From an optimization exercise on the open Yosys and OpenROAD flow, aimed at small area; shortcuts taken in it are not production practice. Where RTL was checked, it was by simulation tests only, not by an equivalence proof against the original. Power figures rest on the tool's default switching activity, not on a simulated workload.

==> job 9777 <==
## processor
module processor #(
	parameter logic [31:0] boot_addr = 32'h0
) (
	input  logic              clk,
	input  logic              rst,
	input  logic [31:0]       IM_inst,
	output logic [31:0]       IF_pc,
	input  logic [31:0]       DM_mem_dout,
	output logic [31:0]       MEM_mem_addr,
	output logic [1:0]        MEM_mem_cmd,
	output logic [31:0]       MEM_mem_din
);
export LEC_CHECK = 0
export CAP_MARGIN = 0
export CORE_MARGIN = 2
export CORE_UTILIZATION = 50
export GPL_TIMING_DRIVEN = 0
export PLACE_DENSITY = 0.6
export SETUP_SLACK_MARGIN = 0.15
export SLEW_MARGIN = 0
export SYNTH_HIERARCHICAL = 1
create_clock -name core_clock -period 6.5 [get_ports {clk}]
standard.sh (not shown) runs the stock make flow with config.mk's settings and CLKGATE_MAP_FILE= SYNTH_SCRIPT=/design/flow/synth_recipe.tcl, a recipe that flattens the netlist after the stock synthesis.
==> flow/flow/run.sh <==
#!/bin/bash
# The standard layout, with smaller port buffers and a clock tree without dummy loads.
set -euo pipefail
export BUFFER_PORTS_ARGS="-buffer_cell sky130_fd_sc_hd__buf_1"
export CTS_ARGS="-sink_clustering_enable -repair_clock_nets -dont_use_dummy_load -buf_list sky130_fd_sc_hd__clkbuf_8 -sink_clustering_size 20 -sink_clustering_max_diameter 50"
bash standard.sh > standard.log 2>&1
==> job 1458: changes against job 9777 <==
==> flow/flow/run.sh (replaced) <==
#!/bin/bash
# The standard layout, with smaller port buffers and a clock tree without dummy loads.
set -euo pipefail
export BUFFER_PORTS_ARGS="-buffer_cell sky130_fd_sc_hd__buf_1"
export CTS_ARGS="-sink_clustering_enable -repair_clock_nets -dont_use_dummy_load -buf_list sky130_fd_sc_hd__clkbuf_8 -sink_clustering_buffer sky130_fd_sc_hd__clkbuf_4 -sink_clustering_size 10 -sink_clustering_max_diameter 35"
bash standard.sh > standard.log 2>&1
- CAP_MARGIN: 0 -> 20
- GPL_TIMING_DRIVEN: 0 -> unset
- SLEW_MARGIN: 0 -> 20
==> notes.md <==
	job 1458	job 9777
Status	no timing/DRC/antenna violations	failed layout checks
Layout check failures	-	capacitance limit, slew limit
Pin count of the biggest net entering global routing	46	34
Worst stage delay on the critical path	0.46 ns	0.45 ns
Part of the power in combinational logic	2.5%	2.7%
First-pass GRT wire length	269000 um	271000 um
Detailed-routing iteration count for the pre-antenna-repair pass	10	14
Fillers	8342	7991
Met1 capacity usage during global routing	47.3%	47.0%
Area used by multi-input combinational logic	15300 um2	15400 um2
Number of gates resized after cts	0	15
Via count of the routed design	37800	38000
Final WS setup	0.483 ns	0.356 ns
Reg-to-reg slack, setup	2.21 ns	1.88 ns
NonClk Buf Share	2.67%	6.13%
Initial antenna violation count	14	17
Maximum ir drop on the vdd rail	194 uV	195 uV
Ratio of final minimum period to clock period	92.6%	94.5%
Post-DP HPWL	119000 um	133000 um
Detailed router's first-iteration violation count	8798	9722
Final wirelength	197000 um	199000 um
Data arrival, critical path	4.72 ns	4.84 ns
Fin Hold WS	0.324 ns	0.312 ns
Critical Path End	MEM_mem_addr[17]	MEM_mem_addr[31]
Synth-to-layout area growth	8.15%	12.6%

---

==> inputs of v9 <==
==> flow/design.v <==
package rv5_pkg;
	localparam logic [6:0] op_lui   = 7'b0110111;
	localparam logic [6:0] op_imm   = 7'b0010011;
	localparam logic [6:0] op_reg   = 7'b0110011;
	localparam logic [6:0] op_load  = 7'b0000011;
	localparam logic [6:0] op_store = 7'b0100011;
	typedef struct packed {
		logic [24:0] p;       
		logic        k_reg;   
		logic        k_u;     
		logic        wr;
		logic        mem;
	} dec_t;
	localparam int dec_w = 29;
endpackage
`timescale 1ns/100ps
module pipe_reg #(
	parameter int width = 1,
	parameter int ctl_w = 1
) (
	input  logic             clk,
	input  logic             rst,
	input  logic [width-1:0] d,
	output logic [width-1:0] q
);
	always_ff @(posedge clk or posedge rst) begin
		if (rst) begin
			q[ctl_w-1:0] <= '0;
		end else begin
			q[ctl_w-1:0] <= d[ctl_w-1:0];
		end
	end
	always_ff @(posedge clk) begin
		q[width-1:ctl_w] <= d[width-1:ctl_w];
	end
endmodule
`timescale 1ns/100ps
module if_stage (
	input  logic            clk,
	input  logic            rst,
	input  logic [31:0]     IM_inst,
	output logic [31:0]     IF_pc,
	output rv5_pkg::dec_t   dec
);
	logic [29:0] pc;
	always_ff @(posedge clk or posedge rst) begin
		if (rst) begin
			pc <= '0;
		end else begin
			pc <= pc + 30'd1;
		end
	end
	assign IF_pc = {pc, 2'b00};
	logic [6:0] opcode;
	logic [2:0] funct3;
	logic [6:0] funct7;
	logic       is_lui, is_addi, is_reg, is_ld, is_st;
	assign opcode = IM_inst[6:0];
	assign funct3 = IM_inst[14:12];
	assign funct7 = IM_inst[31:25];
	assign is_lui  = opcode == rv5_pkg::op_lui;
	assign is_addi = opcode == rv5_pkg::op_imm && funct3 == 3'b000;
	assign is_reg  = opcode == rv5_pkg::op_reg &&
	                 ((funct7 == 7'b0000000 && funct3 != 3'b011) ||
	                  (funct7 == 7'b0100000 && funct3 == 3'b000));
	assign is_ld   = opcode == rv5_pkg::op_load  && funct3 == 3'b010;
	assign is_st   = opcode == rv5_pkg::op_store && funct3 == 3'b010;
	assign dec.p     = IM_inst[31:7];
	assign dec.k_reg = is_reg;
	assign dec.k_u   = is_lui;
	assign dec.wr    = is_lui | is_addi | is_reg | is_ld;
	assign dec.mem   = is_ld | is_st;
endmodule
`timescale 1ns/100ps
module id_stage (
	input  rv5_pkg::dec_t dec,
	input  logic [31:0]   rs1_data,
	input  logic [31:0]   rs2_data,
	output logic [4:0]    rs1,
	output logic [4:0]    rs2,
	output logic          rs1_zero,
	output logic [31:0]   opb
);
	logic [31:0] imm;
	logic        is_st;
	assign rs1      = dec.p[19-7:15-7];
	assign rs2      = dec.p[24-7:20-7];
	assign rs1_zero = dec.k_u;
	assign is_st    = dec.mem & ~dec.wr;
	always_comb begin
		if (dec.k_u) begin
			imm = {dec.p[31-7:12-7], 12'h000};
		end else if (is_st) begin
			imm = {{20{dec.p[31-7]}}, dec.p[31-7:25-7], dec.p[11-7:7-7]};
		end else begin
			imm = {{20{dec.p[31-7]}}, dec.p[31-7:20-7]};
		end
		opb = dec.k_reg ? rs2_data : imm;
	end
endmodule
`timescale 1ns/100ps
module ex_stage (
	input  logic [31:0] a,
	input  logic [31:0] b,
	input  logic        k_reg,
	input  logic [2:0]  f3,
	input  logic        sub,
	output logic [31:0] res
);
	logic        do_sub;
	logic [31:0] sum, p, g;
	logic        lt;
	logic        s_sum, s_x, s_a, s_sll, s_srl, s_slt;
	logic [31:0] nrot, sh_enn, nres;
	logic [4:0]  r;
	assign do_sub = k_reg & ((f3 == 3'b000 & sub) | f3 == 3'b010);
	alu_add add_i (.a(a), .b(b), .cin(do_sub), .sum(sum), .p(p), .g(g));
	assign lt = p[31] ? sum[31] : a[31];
	assign r = b[4:0] ^ ({b[3:0] != 4'h0, b[2:0] != 3'h0, b[1:0] != 2'h0, b[0], 1'b0} & {5{~f3[2]}});
	rot_n rot_i (.a(a), .r(r), .y(nrot));
	assign s_sum = ~k_reg | f3 == 3'b000;
	assign s_x   = k_reg & (f3 == 3'b100 | f3 == 3'b110);    
	assign s_a   = k_reg & (f3 == 3'b111 | f3 == 3'b110);    
	assign s_sll = k_reg & f3 == 3'b001;
	assign s_srl = k_reg & f3 == 3'b101;
	assign s_slt = k_reg & f3 == 3'b010;
	sh_mask mask_i (.s(b[4:0]), .sll(s_sll), .srl(s_srl), .en_n(sh_enn));
	for (genvar i = 0; i < 32; i++) begin : g_res
		aoi222 aoi_i (
			.a0 (sum[i]), .b0 (s_sum),
			.a1 (p[i]),   .b1 (s_x),
			.a2 (g[i]),   .b2 (s_a),
			.y  (nres[i])
		);
		if (i == 0) begin : g_lt
			assign res[i] = ~(nres[i] & (nrot[i] | sh_enn[i])) | (lt & s_slt);
		end else begin : g_oai
			oai21 oai_i (.a1(nrot[i]), .a2(sh_enn[i]), .b1(nres[i]), .y(res[i]));
		end
	end
endmodule
module alu_add (
	input  logic [31:0] a,
	input  logic [31:0] b,
	input  logic        cin,
	output logic [31:0] sum,
	output logic [31:0] p,
	output logic [31:0] g
);
	logic [31:0] bx;
	logic [31:0] G [0:5];
	logic [31:0] P [0:5];
	assign bx = b ^ {32{cin}};
	assign p  = a ^ bx;
	assign g  = a & bx;
	always_comb begin
		G[0] = g;
		P[0] = p;
		G[0][0] = g[0] | (p[0] & cin);
		for (int l = 0; l < 5; l++) begin
			for (int i = 0; i < 32; i++) begin
				if ((i >> l) & 1) begin
					G[l+1][i] = G[l][i] | (P[l][i] & G[l][((i >> l) << l) - 1]);
					P[l+1][i] = P[l][i] & P[l][((i >> l) << l) - 1];
				end else begin
					G[l+1][i] = G[l][i];
					P[l+1][i] = P[l][i];
				end
			end
		end
	end
	assign sum = p ^ {G[5][30:0], cin};
endmodule
module rot_n (
	input  logic [31:0] a,
	input  logic [4:0]  r,
	output logic [31:0] y
);
	logic [31:0] x [0:5];
	assign x[0] = a;
	for (genvar l = 0; l < 5; l++) begin : g_l
		for (genvar i = 0; i < 32; i++) begin : g_i
			mx2i m_i (.a(x[l][i]), .b(x[l][(i + (1 << l)) % 32]), .s(r[l]), .y(x[l+1][i]));
		end
	end
	assign y = x[5];
endmodule
module sh_mask (
	input  logic [4:0]  s,
	input  logic        sll,
	input  logic        srl,
	output logic [31:0] en_n
);
	logic [31:0] t;
	always_comb begin
		for (int j = 0; j < 32; j++) t[j] = s <= 5'(j);
	end
	for (genvar i = 0; i < 32; i++) begin : g_en
		aoi22 aoi_i (.a1(sll), .a2(t[i]), .b1(srl), .b2(t[31-i]), .y(en_n[i]));
	end
endmodule
module aoi22 (
	input  logic a1, a2, b1, b2,
	output logic y
);
	assign y = ~((a1 & a2) | (b1 & b2));
endmodule
module mx2i (
	input  logic a, b, s,
	output logic y
);
	assign y = ~(s ? b : a);
endmodule
module oai21 (
	input  logic a1, a2, b1,
	output logic y
);
	assign y = ~((a1 | a2) & b1);
endmodule
`timescale 1ns/100ps
module mem_stage (
	input  logic [31:0] res,
	input  logic [31:0] sdata,
	input  logic        wr,
	input  logic        mem,
	input  logic [31:0] DM_mem_dout,
	output logic [31:0] MEM_mem_addr,
	output logic [1:0]  MEM_mem_cmd,
	output logic [31:0] MEM_mem_din,
	output logic [31:0] wb_data
);
	assign MEM_mem_addr = res;
	assign MEM_mem_din  = sdata;
	assign MEM_mem_cmd  = {mem & ~wr, mem & wr};
	for (genvar i = 0; i < 32; i++) begin : g_wb
		mx2 mx_i (.a(res[i]), .b(DM_mem_dout[i]), .s(mem), .y(wb_data[i]));
	end
endmodule
module mx2 (
	input  logic a, b, s,
	output logic y
);
	assign y = s ? b : a;
endmodule
`timescale 1ns/100ps
module register_file (
	input  logic        clk,
	input  logic        rst,
	input  logic        we,
	input  logic [4:0]  rd,
	input  logic [31:0] wdata,
	input  logic [4:0]  rs1,
	input  logic        rs1_zero,
	input  logic [4:0]  rs2,
	output logic [31:0] rs1_data,
	output logic [31:0] rs2_data
);
	logic [32*32-1:32] regs;
	logic [31:1] valid;
	always_ff @(posedge clk or posedge rst) begin
		if (rst) begin
			valid <= '0;
		end else begin
			for (int i = 1; i < 32; i++) begin
				if (we && rd == 5'(i)) valid[i] <= 1'b1;
			end
		end
	end
	always_ff @(posedge clk) begin
		for (int i = 1; i < 32; i++) begin
			if (we && rd == 5'(i)) regs[32*i +: 32] <= wdata;
		end
	end
	logic [31:1] sel1, sel2;
	always_comb begin
		for (int i = 1; i < 32; i++) begin
			sel1[i] = valid[i] & ~rs1_zero & (rs1 == 5'(i));
			sel2[i] = valid[i] & (rs2 == 5'(i));
		end
	end
	rd_port rd1_i (.sel(sel1), .regs(regs), .data(rs1_data));
	rd_port rd2_i (.sel(sel2), .regs(regs), .data(rs2_data));
endmodule
module rd_port (
	input  logic [31:1]       sel,
	input  logic [32*32-1:32] regs,
	output logic [31:0]       data
);
	for (genvar b = 0; b < 32; b++) begin : g_bit
		logic [10:0] n;
		for (genvar k = 0; k < 10; k++) begin : g_grp
			aoi222 aoi_i (
				.a0 (sel[3*k+1]), .b0 (regs[32*(3*k+1) + b]),
				.a1 (sel[3*k+2]), .b1 (regs[32*(3*k+2) + b]),
				.a2 (sel[3*k+3]), .b2 (regs[32*(3*k+3) + b]),
				.y  (n[k])
			);
		end
		assign n[10] = ~(sel[31] & regs[32*31 + b]);
		assign data[b] = ~&n;
	end
endmodule
module aoi222 (
	input  logic a0, b0, a1, b1, a2, b2,
	output logic y
);
	assign y = ~((a0 & b0) | (a1 & b1) | (a2 & b2));
endmodule
`timescale 1ns/100ps
module processor #(
	parameter logic [31:0] boot_addr = 32'h0
) (
	input  logic              clk,
	input  logic              rst,
	input  logic [31:0]       IM_inst,
	output logic [31:0]       IF_pc,
	input  logic [31:0]       DM_mem_dout,
	output logic [31:0]       MEM_mem_addr,
	output logic [1:0]        MEM_mem_cmd,
	output logic [31:0]       MEM_mem_din
);
	rv5_pkg::dec_t dec, dec1, dec2;
	logic [4:0]  rs1, rs2;
	logic        rs1_zero;
	logic [31:0] rs1_data, rs2_data;
	logic [31:0] opb;
	logic [31:0] alu_res;
	logic [31:0] em_res, em_sdata;
	logic [4:0]  em_rd;
	logic        em_wr, em_mem;
	logic [31:0] wb_data, mw_data;
	logic [4:0]  mw_rd;
	logic        mw_we;
	if_stage if_stage_i (
		.clk     (clk),
		.rst     (rst),
		.IM_inst (IM_inst),
		.IF_pc   (IF_pc),
		.dec     (dec)
	);
	pipe_reg #(.width(rv5_pkg::dec_w), .ctl_w(2)) dec1_i (
		.clk (clk), .rst (rst), .d (dec), .q (dec1)
	);
	pipe_reg #(.width(rv5_pkg::dec_w), .ctl_w(2)) dec2_i (
		.clk (clk), .rst (rst), .d (dec1), .q (dec2)
	);
	id_stage id_stage_i (
		.dec      (dec2),
		.rs1_data (rs1_data),
		.rs2_data (rs2_data),
		.rs1      (rs1),
		.rs2      (rs2),
		.rs1_zero (rs1_zero),
		.opb      (opb)
	);
	ex_stage ex_stage_i (
		.a     (rs1_data),
		.b     (opb),
		.k_reg (dec2.k_reg),
		.f3    (dec2.p[14-7:12-7]),
		.sub   (dec2.p[30-7]),
		.res   (alu_res)
	);
	pipe_reg #(.width(71), .ctl_w(2)) em_i (
		.clk (clk), .rst (rst),
		.d   ({alu_res, rs2_data, dec2.p[11-7:7-7], dec2.wr, dec2.mem}),
		.q   ({em_res, em_sdata, em_rd, em_wr, em_mem})
	);
	mem_stage mem_stage_i (
		.res          (em_res),
		.sdata        (em_sdata),
		.wr           (em_wr),
		.mem          (em_mem),
		.DM_mem_dout  (DM_mem_dout),
		.MEM_mem_addr (MEM_mem_addr),
		.MEM_mem_cmd  (MEM_mem_cmd),
		.MEM_mem_din  (MEM_mem_din),
		.wb_data      (wb_data)
	);
	pipe_reg #(.width(38), .ctl_w(1)) mw_i (
		.clk (clk), .rst (rst),
		.d   ({wb_data, em_rd, em_wr}),
		.q   ({mw_data, mw_rd, mw_we})
	);
	register_file register_file_i (
		.clk      (clk),
		.rst      (rst),
		.we       (mw_we),
		.rd       (mw_rd),
		.wdata    (mw_data),
		.rs1      (rs1),
		.rs1_zero (rs1_zero),
		.rs2      (rs2),
		.rs1_data (rs1_data),
		.rs2_data (rs2_data)
	);
endmodule
==> flow/flow/run.sh <==
#!/bin/bash
# The standard layout, with smaller port buffers and a clock tree without dummy loads.
set -euo pipefail
export BUFFER_PORTS_ARGS="-buffer_cell sky130_fd_sc_hd__buf_1"
export CTS_ARGS="-sink_clustering_enable -repair_clock_nets -dont_use_dummy_load -buf_list sky130_fd_sc_hd__clkbuf_8 -sink_clustering_size 20 -sink_clustering_max_diameter 50"
bash standard.sh > standard.log 2>&1
==> flow/standard.sh <==
#!/bin/bash
# synth_recipe.tcl (not shown) runs the flow's synth.tcl, then flattens the netlist and writes it again
# the make line also repeats each setting of config.mk as NAME=value (left out here)
make -C /OpenROAD-flow-scripts/flow DESIGN_CONFIG=/design/flow/config.mk WORK_HOME=/design/flow/orfs CLKGATE_MAP_FILE= SYNTH_SCRIPT=/design/flow/synth_recipe.tcl "${@:-finish}"
==> flow/config.mk <==
export PLATFORM = sky130hd
export DESIGN_NAME = processor
export DESIGN_NICKNAME = processor
export VERILOG_FILES = /design/flow/design.v
export SDC_FILE = /design/flow/constraint.sdc
export NUM_CORES = 4
export LEC_CHECK = 0
export CAP_MARGIN = 20
export CORE_MARGIN = 2
export CORE_UTILIZATION = 50
export PLACE_DENSITY = 0.6
export SETUP_SLACK_MARGIN = 0.15
export SLEW_MARGIN = 20
export SYNTH_HIERARCHICAL = 1
==> flow/constraint.sdc <==
create_clock -name core_clock -period 6.5 [get_ports {clk}]
set_input_delay 1.3000 -clock core_clock [delete_from_list [all_inputs] [get_ports {clk}]]
set_output_delay 1.3000 -clock core_clock [all_outputs]
set_load 0.01 [all_outputs]
==> v24 (differences from v9) <==
==> flow/design.v, changed modules only <==
module id_stage (
	input  logic [31:12] ip,
	input  logic [4:0]   rd,
	input  logic         k_reg,
	input  logic         k_u,
	input  logic         is_st,
	input  logic [31:0]  rs2_data,
	output logic [31:0]  opb
);
	logic [31:0] imm;
	always_comb begin
		if (k_u) begin
			imm = {ip[31:12], 12'h000};
		end else if (is_st) begin
			imm = {{20{ip[31]}}, ip[31:25], rd};
		end else begin
			imm = {{20{ip[31]}}, ip[31:20]};
		end
		opb = k_reg ? rs2_data : imm;
	end
endmodule
module ex_stage (
	input  logic [31:0] a,
	input  logic [31:0] b,
	input  logic        k_reg,
	input  logic [2:0]  f3,
	input  logic        sub,
	output logic [31:0] sum,
	output logic [31:0] res
);
	logic        do_sub;
	logic [31:0] p, g, sh;
	logic        lt;
	logic        s_sum, s_x, s_a, s_sll, s_srl, s_slt;
	assign do_sub = k_reg & ((f3 == 3'b000 & sub) | f3 == 3'b010);
	alu_add add_i (.a(a), .b(b), .cin(do_sub), .sum(sum), .p(p), .g(g));
	assign lt = p[31] ? sum[31] : a[31];
	shift_r shift_i (.a(a), .s(b[4:0]), .rev(~f3[2]), .y(sh));
	assign s_sum = ~k_reg | f3 == 3'b000;
	assign s_x   = k_reg & (f3 == 3'b100 | f3 == 3'b110);    
	assign s_a   = k_reg & (f3 == 3'b111 | f3 == 3'b110);    
	assign s_sll = k_reg & f3 == 3'b001;
	assign s_srl = k_reg & f3 == 3'b101;
	assign s_slt = k_reg & f3 == 3'b010;
	for (genvar i = 0; i < 32; i++) begin : g_res
		if (i == 0) begin : g_lt
			assign res[i] = (sum[i] & s_sum) | (p[i] & s_x) | (g[i] & s_a) |
			                (sh[i] & s_srl) | (sh[31-i] & s_sll) | (lt & s_slt);
		end else begin : g_ao
			ao_5 ao_i (
				.a0 (sum[i]),    .b0 (s_sum),
				.a1 (p[i]),      .b1 (s_x),
				.a2 (g[i]),      .b2 (s_a),
				.a3 (sh[i]),     .b3 (s_srl),
				.a4 (sh[31-i]),  .b4 (s_sll),
				.y  (res[i])
			);
		end
	end
endmodule
module shift_r (
	input  logic [31:0] a,
	input  logic [4:0]  s,
	input  logic        rev,
	output logic [31:0] y
);
	logic [31:0] x [0:5];
	for (genvar i = 0; i < 32; i++) begin : g_rev
		mx2i m_i (.a(a[i]), .b(a[31-i]), .s(rev), .y(x[0][i]));
	end
	for (genvar l = 0; l < 5; l++) begin : g_l
		for (genvar i = 0; i < 32; i++) begin : g_i
			if (i + (1 << l) < 32) begin : g_m
				mx2i m_i (.a(x[l][i]), .b(x[l][i + (1 << l)]), .s(s[l]), .y(x[l+1][i]));
			end else if (l % 2 == 0) begin : g_fi
				assign x[l+1][i] = ~(x[l][i] | s[l]);
			end else begin : g_ft
				assign x[l+1][i] = ~(x[l][i] & ~s[l]);
			end
		end
	end
	assign y = x[5];
endmodule
module ao_5 (
	input  logic a0, b0, a1, b1, a2, b2, a3, b3, a4, b4,
	output logic y
);
	assign y = (a0 & b0) | (a1 & b1) | (a2 & b2) | (a3 & b3) | (a4 & b4);
endmodule
module mem_stage (
	input  logic [31:0] addr,
	input  logic [31:0] res,
	input  logic [31:0] sdata,
	input  logic        wr,
	input  logic        mem,
	input  logic [31:0] DM_mem_dout,
	output logic [31:0] MEM_mem_addr,
	output logic [1:0]  MEM_mem_cmd,
	output logic [31:0] MEM_mem_din,
	output logic [31:0] wb_data
);
	assign MEM_mem_addr = addr;
	assign MEM_mem_din  = sdata;
	assign MEM_mem_cmd  = {mem & ~wr, mem & wr};
	for (genvar i = 0; i < 32; i++) begin : g_wb
		mx2 mx_i (.a(res[i]), .b(DM_mem_dout[i]), .s(mem), .y(wb_data[i]));
	end
endmodule
module processor #(
	parameter logic [31:0] boot_addr = 32'h0
) (
	input  logic              clk,
	input  logic              rst,
	input  logic [31:0]       IM_inst,
	output logic [31:0]       IF_pc,
	input  logic [31:0]       DM_mem_dout,
	output logic [31:0]       MEM_mem_addr,
	output logic [1:0]        MEM_mem_cmd,
	output logic [31:0]       MEM_mem_din
);
	rv5_pkg::dec_t dec, dec1, dec2;
	logic [31:0] rs1_data, rs2_data;
	logic [31:0] em_a, em_r2;
	logic [31:12] em_ip;
	logic [4:0]  em_rd;
	logic        em_k_reg, em_k_u, em_wr, em_mem;
	logic [31:0] opb, alu_sum, alu_res;
	logic [31:0] wb_data, mw_data;
	logic [4:0]  mw_rd;
	logic        mw_we;
	if_stage if_stage_i (
		.clk     (clk),
		.rst     (rst),
		.IM_inst (IM_inst),
		.IF_pc   (IF_pc),
		.dec     (dec)
	);
	pipe_reg #(.width(rv5_pkg::dec_w), .ctl_w(2)) dec1_i (
		.clk (clk), .rst (rst), .d (dec), .q (dec1)
	);
	pipe_reg #(.width(rv5_pkg::dec_w), .ctl_w(2)) dec2_i (
		.clk (clk), .rst (rst), .d (dec1), .q (dec2)
	);
	pipe_reg #(.width(93), .ctl_w(2)) em_i (
		.clk (clk), .rst (rst),
		.d   ({rs1_data, rs2_data, dec2.p, dec2.k_reg, dec2.k_u, dec2.wr, dec2.mem}),
		.q   ({em_a, em_r2, em_ip, em_rd, em_k_reg, em_k_u, em_wr, em_mem})
	);
	id_stage id_stage_i (
		.ip       (em_ip),
		.rd       (em_rd),
		.k_reg    (em_k_reg),
		.k_u      (em_k_u),
		.is_st    (em_mem & ~em_wr),
		.rs2_data (em_r2),
		.opb      (opb)
	);
	ex_stage ex_stage_i (
		.a     (em_a),
		.b     (opb),
		.k_reg (em_k_reg),
		.f3    (em_ip[14:12]),
		.sub   (em_ip[30]),
		.sum   (alu_sum),
		.res   (alu_res)
	);
	mem_stage mem_stage_i (
		.addr         (alu_sum),
		.res          (alu_res),
		.sdata        (em_r2),
		.wr           (em_wr),
		.mem          (em_mem),
		.DM_mem_dout  (DM_mem_dout),
		.MEM_mem_addr (MEM_mem_addr),
		.MEM_mem_cmd  (MEM_mem_cmd),
		.MEM_mem_din  (MEM_mem_din),
		.wb_data      (wb_data)
	);
	pipe_reg #(.width(38), .ctl_w(1)) mw_i (
		.clk (clk), .rst (rst),
		.d   ({wb_data, em_rd, em_wr}),
		.q   ({mw_data, mw_rd, mw_we})
	);
	register_file register_file_i (
		.clk      (clk),
		.rst      (rst),
		.we       (mw_we),
		.rd       (mw_rd),
		.wdata    (mw_data),
		.rs1      (dec2.p[19-7:15-7]),
		.rs1_zero (dec2.k_u),
		.rs2      (dec2.p[24-7:20-7]),
		.rs1_data (rs1_data),
		.rs2_data (rs2_data)
	);
endmodule
// module rot_n removed
// module sh_mask removed
// module aoi22 removed
// module oai21 removed
==> notes.md <==
| metric | v9 | v24 |
|---|---|---|
| Worst ir drop on vdd | 0.195 mV | 0.168 mV |
| Largest stage delay on the critical path | 0.80 ns | 0.47 ns |
| Share of the synthesized area in the top cell type | 0.581 | 0.580 |
| Worst path bufs/invs | 1 | 2 |
| Mux cell area share after synthesis | 0.0427 | 0.0464 |
| Fin area | 56300 um^2 | 55500 um^2 |
| Number of global-route vias before repair | 35200 | 36100 |
| Clock share of power | 0.305 | 0.308 |
| Critical R2R Capture | em_i.q[65] | mw_i.q[6] |
| Netlist cell types | 84 | 82 |
| CP arrival | 6.85 ns | 4.79 ns |
| Total of warnings raised by yosys | 19 | 18 |
| Power of the clock network | 4.00 mW | 4.05 mW |
| Met3 routed wirelength | 27800 um | 28500 um |
| Outcome | complete, no violations | complete, no violations |
| Worst-path clk slew | 0.09 ns | 0.11 ns |
| Met2 track demand over resource in global routing | 0.545 | 0.542 |
No functional check of the RTL was part of any run of this note.

-- afterwards: timing with drivers on the ports --
The flow's constraints put no driver on any port. The routed layouts listed below were extracted and timed again, unchanged, in two steps. Step 1 assumes that a clkbuf_16 drives the clock port and a buf_2 every other input. Step 2 also shifts input and output timing later by t, the mid clock arrival at the registers, as if the neighbouring blocks saw the same clock. Slacks: ideal ports / drivers / drivers and shift; pairs: ideal ports / drivers.
run | shift t [ns] | slack for setup (ns) | hold WS [ns]
job 9777 | 0.856 | 0.356 / 0.293 / 1.149 | 0.312 / 0.312 / 0.312
job 1458 | 0.901 | 0.483 / 0.413 / 1.314 | 0.324 / 0.324 / 0.324
v9 | 0.836 | 0.224 / 0.224 / 0.224 | 0.300 / 0.300 / 0.300
v24 | 0.861 | 0.414 / 0.348 / 1.209 | 0.308 / 0.308 / 0.308
